This is an optimization exercise on Yosys and OpenROAD, whose aim is a short achievable clock period and few clock cycles per item, not a production implementation.
The RTL was checked by simulation tests, not by an equivalence proof against the original design.
Power is estimated from default activity; no workload was simulated.

Setup of job 101:
Design icache_subsys, start of the top module:
module icache_subsys #(
    parameter int RBW = 6,               
    parameter int MQW = 4                
) (
    input  wire        clk,
    input  wire        rst,
    input  wire        cpu_req_valid,
    input  wire [31:0] cpu_req_addr,
    output logic       cpu_req_ready,
    input  wire        flush,
    output logic       cpu_resp_valid,
    output logic [31:0] cpu_resp_data,
    output logic       cpu_resp_err,
    output logic [31:0] paddr,
    output logic       psel,
    output logic       penable,
    output logic       pwrite,
    input  wire [31:0] prdata,
    input  wire        pready,
    input  wire        pslverr
);
    localparam int ROB_DEPTH = 1 << RBW;
    localparam int MQ_DEPTH  = 1 << MQW;
    logic [15:0]    valid_q;
    logic [25:0]    tag_q   [16];
    logic [31:0]    data_q  [16];
    logic [15:0]    pend_q;              
    logic [25:0]    ptag_q  [16];        
    logic [RBW-1:0] pslot_q [16];        
    logic [29:0]          rob_addr [ROB_DEPTH];    
    logic [31:0]          rob_data [ROB_DEPTH];
    logic [RBW-1:0]       rob_par  [ROB_DEPTH];    
    logic [ROB_DEPTH-1:0] rob_err;
    logic [ROB_DEPTH-1:0] rob_done;
    logic [ROB_DEPTH-1:0] rob_wait;
    logic [RBW:0]         head_q, lptr_q, dptr_q, tail_q;
    logic [ROB_DEPTH-1:0] head_oh, lptr_oh, tail_oh;
    logic ready_q, acc, wok_q;
    logic [RBW:0] used;
    assign used          = tail_q - head_q;
    assign cpu_req_ready = ready_q && !flush;
    assign acc           = cpu_req_valid && ready_q && !flush;
    logic                 done_q, err_q, fill, rollback, clr_q, clr_now;
    logic [31:0]          rdata_q;
    logic [29:0]          c_addr_q;
    logic [RBW:0]         c_slot_q;
    logic [ROB_DEPTH-1:0] c_soh_q;
    logic [ROB_DEPTH-1:0] bm_q;          
    logic [15:0]          c_oh;
    logic [15:0]          fill_oh_q;     
    logic [15:0]          clr_oh_q;      
    logic [3:0]           c_idx;
    logic [25:0]          c_tag;
    logic [RBW-1:0]       c_s;
    assign c_idx    = c_addr_q[3:0];
    assign c_tag    = c_addr_q[29:4];
    assign c_s      = c_slot_q[RBW-1:0];
    assign fill     = done_q && !err_q;
    assign rollback = done_q && err_q;
    assign clr_now  = done_q && clr_q;
  ...
clock: 5.0 ns
lec_check: 0
cap_margin: 20
core_margin: 2
core_utilization: 40
setup_slack_margin: 2.5
slew_margin: 20
tns_end_percent: 0
run.sh (not shown) runs the stock make flow with config.mk's settings and CLKGATE_MAP_FILE= SYNTH_SCRIPT=/design/flow/synth_recipe.tcl, a recipe that flattens the netlist after the stock synthesis.
In job 101 the implementation ran to completion but is not tape-out ready, as the final checks report antenna rules.
Testbench counts of job 101, summed over its fixed seeds: cycles 15,376, items 12,000.
Modified inputs, job 102 compared to job 101
-- flow/design.v --
<<< job 101, line 1
`default_nettype none
module icache_subsys #(
    parameter int RBW = 6,               
    parameter int MQW = 4                
) (
>>> job 102, line 1
`default_nettype none
module icache_subsys #(
    parameter int RBW = 5,               
    parameter int MQW = 4                
) (
[summary]
Job 102: done, clean on timing, DRC and antenna. Taking job 101 as the reference point, the worst voltage drop across the vdd grid of job 102 falls by 18%. or4_4 as the slowest cell on the critical path was reported by job 101, and nor2b_4 by job 102. Looking at number of synthesized flops with an enable pin, job 102 sits 34% lower than job 101 does. [job 102] final critical path time including I/O delays and setup fell 210 ps relative to job 101. [compare] base=job 101 new=job 102: standard-cell row count went down 62, non-clock buffer count fell by 373, total power after layout dropped 30%, overall die area shows a reduction of about 35%. Reported for job 102 and job 101, count of port buffers added during placement turned out identical to the last digit. Sort job 102 and job 101 by worst setup slack asc -> top: job 101.
Testbench counts of job 102, summed over its fixed seeds: cycles 16,832, items 12,000.


Setup of old:
The RTL this note starts from:
==> flow/design.v <==
`default_nettype none
module icache_subsys #(
    parameter int RBW = 6                
) (
    input  wire        clk,
    input  wire        rst,
    input  wire        cpu_req_valid,
    input  wire [31:0] cpu_req_addr,
    output logic       cpu_req_ready,
    input  wire        flush,
    output logic       cpu_resp_valid,
    output logic [31:0] cpu_resp_data,
    output logic       cpu_resp_err,
    output logic [31:0] paddr,
    output logic       psel,
    output logic       penable,
    output logic       pwrite,
    input  wire [31:0] prdata,
    input  wire        pready,
    input  wire        pslverr
);
    localparam int ROB_DEPTH = 1 << RBW;
    logic [15:0]    valid_q;
    logic [25:0]    tag_q   [16];
    logic [31:0]    data_q  [16];
    logic [15:0]    pend_q;              
    logic [25:0]    ptag_q  [16];        
    logic [RBW-1:0] pslot_q [16];        
    logic [29:0]          rob_addr [ROB_DEPTH];    
    logic [31:0]          rob_data [ROB_DEPTH];
    logic [RBW-1:0]       rob_par  [ROB_DEPTH];    
    logic [ROB_DEPTH-1:0] rob_err;
    logic [ROB_DEPTH-1:0] rob_done;
    logic [ROB_DEPTH-1:0] rob_wait;
    logic [RBW:0]         head_q, lptr_q, tail_q;
    logic [RBW-1:0]       head_s, lptr_s, tail_s;
    assign head_s = head_q[RBW-1:0];
    assign lptr_s = lptr_q[RBW-1:0];
    assign tail_s = tail_q[RBW-1:0];
    logic ready_q, acc, full;
    assign full          = (tail_q - head_q) == ROB_DEPTH[RBW:0];
    assign cpu_req_ready = ready_q && !flush;
    assign acc           = cpu_req_valid && ready_q && !flush;
    logic           l_valid;
    logic [29:0]    l_addr;
    logic [RBW:0]   l_slot;
    logic [3:0]     l_idx;
    logic [25:0]    l_tag;
    logic           l_pend, l_ptag_eq, l_arr_hit;
    logic           l_stall, l_adv, l_take, l_hit, l_link, l_miss;
    assign l_idx = l_addr[3:0];
    assign l_tag = l_addr[29:4];
    logic [29:0]    mq_addr [ROB_DEPTH];
    logic [RBW:0]   mq_slot [ROB_DEPTH];
    logic [RBW-1:0] mq_head, mq_tail;
    logic           mq_empty;
    logic           psel_q, penable_q;
    logic [29:0]    paddr_q;
    logic [RBW:0]   fl_slot_q;
    logic           apb_end, apb_free, issue;
    logic           done_q, err_q, rollback;
    logic [31:0]    rdata_q;
    logic [29:0]    c_addr_q;
    logic [RBW:0]   c_slot_q;
    logic [3:0]     c_idx;
    logic [RBW-1:0] c_s;
    assign c_idx    = c_addr_q[3:0];
    assign c_s      = c_slot_q[RBW-1:0];
    assign rollback = done_q && err_q;
    assign l_pend    = pend_q[l_idx];
    assign l_ptag_eq = (ptag_q[l_idx] == l_tag);
    assign l_arr_hit = valid_q[l_idx] && (tag_q[l_idx] == l_tag);
    assign l_stall   = done_q && (c_idx == l_idx);
    assign l_adv     = l_valid && !l_stall && !rollback;
    assign l_take    = !l_valid || l_adv;
    assign l_hit     = !l_pend && l_arr_hit;
    assign l_link    = l_pend && l_ptag_eq;
    assign l_miss    = l_adv && !l_hit && !l_link;
    always_ff @(posedge clk)
    begin
        if (!full)
            rob_addr[tail_s] <= cpu_req_addr[31:2];
        if (l_take)
        begin
            if (lptr_q != tail_q)
            begin
                l_addr <= rob_addr[lptr_s];
                l_slot <= lptr_q;
            end
            else
            begin
                l_addr <= cpu_req_addr[31:2];
                l_slot <= tail_q;
            end
        end
    end
    logic [RBW:0] tail_d, head_d;
    logic         pop;
    assign pop    = (head_q != tail_q) && rob_done[head_s];
    assign tail_d = tail_q + {{RBW{1'b0}}, acc};
    assign head_d = head_q + {{RBW{1'b0}}, pop};
    always_ff @(posedge clk)
    begin
        if (rst)
        begin
            head_q  <= '0;
            lptr_q  <= '0;
            tail_q  <= '0;
            l_valid <= 1'b0;
            ready_q <= 1'b0;
        end
        else
        begin
            tail_q  <= tail_d;
            head_q  <= head_d;
            ready_q <= (tail_d - head_d) != ROB_DEPTH[RBW:0];
            if (rollback)
            begin
                lptr_q  <= c_slot_q + 1'b1;
                l_valid <= 1'b0;
            end
            else if (l_take)
            begin
                if (lptr_q != tail_q || acc)
                    lptr_q <= lptr_q + 1'b1;
                l_valid <= (lptr_q != tail_q) || acc;
            end
        end
    end
    logic [ROB_DEPTH-1:0] keep;
    always_comb
    begin
        for (int i = 0; i < ROB_DEPTH; i++)
            keep[i] = (RBW'(i) - head_s) <= (c_s - head_s);
    end
    always_ff @(posedge clk)
    begin
        if (l_valid)
            rob_data[l_slot[RBW-1:0]] <= data_q[l_idx];
        if (l_adv)
            rob_par[l_slot[RBW-1:0]] <= l_link ? pslot_q[l_idx] : l_slot[RBW-1:0];
        for (int i = 0; i < ROB_DEPTH; i++)
            if (done_q && !err_q && rob_wait[i] && rob_par[i] == c_s)
                rob_data[i] <= rdata_q;
    end
    always_ff @(posedge clk)
    begin
        if (rst)
        begin
            rob_done <= '0;
            rob_wait <= '0;
            rob_err  <= '0;
        end
        else
        begin
            if (rollback)
            begin
                rob_done <= rob_done & keep;
                rob_wait <= rob_wait & keep;
                rob_done[c_s] <= 1'b1;
                rob_wait[c_s] <= 1'b0;
                rob_err[c_s]  <= 1'b1;
            end
            else
            begin
                if (done_q)
                    for (int i = 0; i < ROB_DEPTH; i++)
                        if (rob_wait[i] && rob_par[i] == c_s)
                        begin
                            rob_done[i] <= 1'b1;
                            rob_wait[i] <= 1'b0;
                        end
                if (l_adv)
                begin
                    rob_done[l_slot[RBW-1:0]] <= l_hit;
                    rob_wait[l_slot[RBW-1:0]] <= !l_hit;
                    rob_err[l_slot[RBW-1:0]]  <= 1'b0;
                end
            end
            if (pop)
                rob_done[head_s] <= 1'b0;
        end
    end
    logic resp_valid_q, resp_err_q;
    logic [31:0] resp_data_q;
    always_ff @(posedge clk)
    begin
        if (rst)
            resp_valid_q <= 1'b0;
        else
            resp_valid_q <= pop;
        resp_data_q <= rob_data[head_s];
        resp_err_q  <= rob_err[head_s];
    end
    assign cpu_resp_valid = resp_valid_q;
    assign cpu_resp_data  = resp_data_q;
    assign cpu_resp_err   = resp_err_q;
    assign mq_empty = (mq_head == mq_tail);
    assign apb_end  = penable_q && pready;
    assign apb_free = !psel_q || (apb_end && !pslverr);
    assign issue    = apb_free && !rollback && (!mq_empty || l_miss);
    always_ff @(posedge clk)
    begin
        mq_addr[mq_tail] <= l_addr;
        mq_slot[mq_tail] <= l_slot;
        if (!psel_q || apb_end)
        begin
            if (!mq_empty)
            begin
                paddr_q   <= mq_addr[mq_head];
                fl_slot_q <= mq_slot[mq_head];
            end
            else
            begin
                paddr_q   <= l_addr;
                fl_slot_q <= l_slot;
            end
        end
        if (penable_q)
        begin
            c_addr_q <= paddr_q;
            c_slot_q <= fl_slot_q;
        end
        rdata_q <= prdata;
        err_q   <= pslverr;
    end
    always_ff @(posedge clk)
    begin
        if (rst)
        begin
            mq_head   <= '0;
            mq_tail   <= '0;
            psel_q    <= 1'b0;
            penable_q <= 1'b0;
            done_q    <= 1'b0;
        end
        else
        begin
            if (rollback)
                mq_head <= mq_tail;
            else
            begin
                if (l_miss)
                    mq_tail <= mq_tail + 1'b1;
                if (issue)
                    mq_head <= mq_head + 1'b1;
            end
            if (!psel_q || apb_end)
            begin
                psel_q    <= issue;
                penable_q <= 1'b0;
            end
            else
                penable_q <= 1'b1;
            done_q <= apb_end;
        end
    end
    assign psel    = psel_q;
    assign penable = penable_q;
    assign pwrite  = 1'b0;
    assign paddr   = {paddr_q, 2'b00};
    always_ff @(posedge clk)
    begin
        if (rst || flush)
            valid_q <= '0;
        else if (done_q && !err_q)
            valid_q[c_idx] <= 1'b1;
    end
    always_ff @(posedge clk)
    begin
        if (done_q && !err_q)
        begin
            tag_q[c_idx]  <= c_addr_q[29:4];
            data_q[c_idx] <= rdata_q;
        end
        if (l_miss)
        begin
            ptag_q[l_idx]  <= l_tag;
            pslot_q[l_idx] <= l_slot[RBW-1:0];
        end
    end
    always_ff @(posedge clk)
    begin
        if (rst || rollback)
            pend_q <= '0;
        else
        begin
            if (done_q && pslot_q[c_idx] == c_s)
                pend_q[c_idx] <= 1'b0;
            if (l_miss)
                pend_q[l_idx] <= 1'b1;
        end
    end
endmodule
`default_nettype wire
export LEC_CHECK = 0
export CAP_MARGIN = 20
export CORE_MARGIN = 2
export CORE_UTILIZATION = 40
export SLEW_MARGIN = 20
create_clock -name core_clock -period 5.0 [get_ports {clk}]
Testbench counts of old, summed over its fixed seeds: cycles 15,107, items 12,000.
For new, these inputs were changed with respect to old:
-- flow/design.v --
<<< old, line 1
`default_nettype none
module icache_subsys #(
    parameter int RBW = 6                
) (
    input  wire        clk,
>>> new, line 1
`default_nettype none
module icache_subsys #(
    parameter int RBW = 5                
) (
    input  wire        clk,
Findings:
From old to new the numbers moved as follows: flip-flop and latch share of the layout cell area now larger, wire length saw a decrease, die area moved down, horizontal die dimension has decreased.
Global-route wire length before repair of new falls short of that of old by more than a quarter.
new against old: synthesis-to-finish area growth essentially unchanged; clock power decreased 39%; power decreased 40%.
Testbench counts of new, summed over its fixed seeds: cycles 16,349, items 12,000.

## re-timing with driven ports
Ports are ideal in the flow. The routed layouts listed here were re-timed in OpenROAD.
Step 1 (the two cells are an assumption about what drives the block):
set clk [get_ports {clk}]
set_driving_cell -lib_cell sky130_fd_sc_hd__clkbuf_16 $clk
set_driving_cell -lib_cell sky130_fd_sc_hd__buf_2 [delete_from_list [all_inputs] $clk]
Step 2 also shifts input and output timing later by t, the mid clock arrival at the registers, as if the neighbouring blocks saw the same clock.
a / b / c = no drivers / after step 1 / after step 2; a / b = the first two.
| run | shift t [ns] | setup WS [ns] | slew at the worst register clock pin (ns) |
|---|---|---|---|
| job 101 | 1.260 | 1.899 / 1.899 / 1.195 | 0.07 / 0.07 |
| job 102 | 1.162 | 2.111 / 2.107 / 1.215 | 0.07 / 0.07 |
| old | 1.329 | 0.134 / 0.134 / 0.134 | 0.08 / 0.08 |
| new | 1.158 | 0.222 / 0.222 / 0.222 | 0.07 / 0.07 |
For job 102, which loses most, drivers alone change the setup slack by -0.004 ns; drivers and shift together by -0.896 ns.
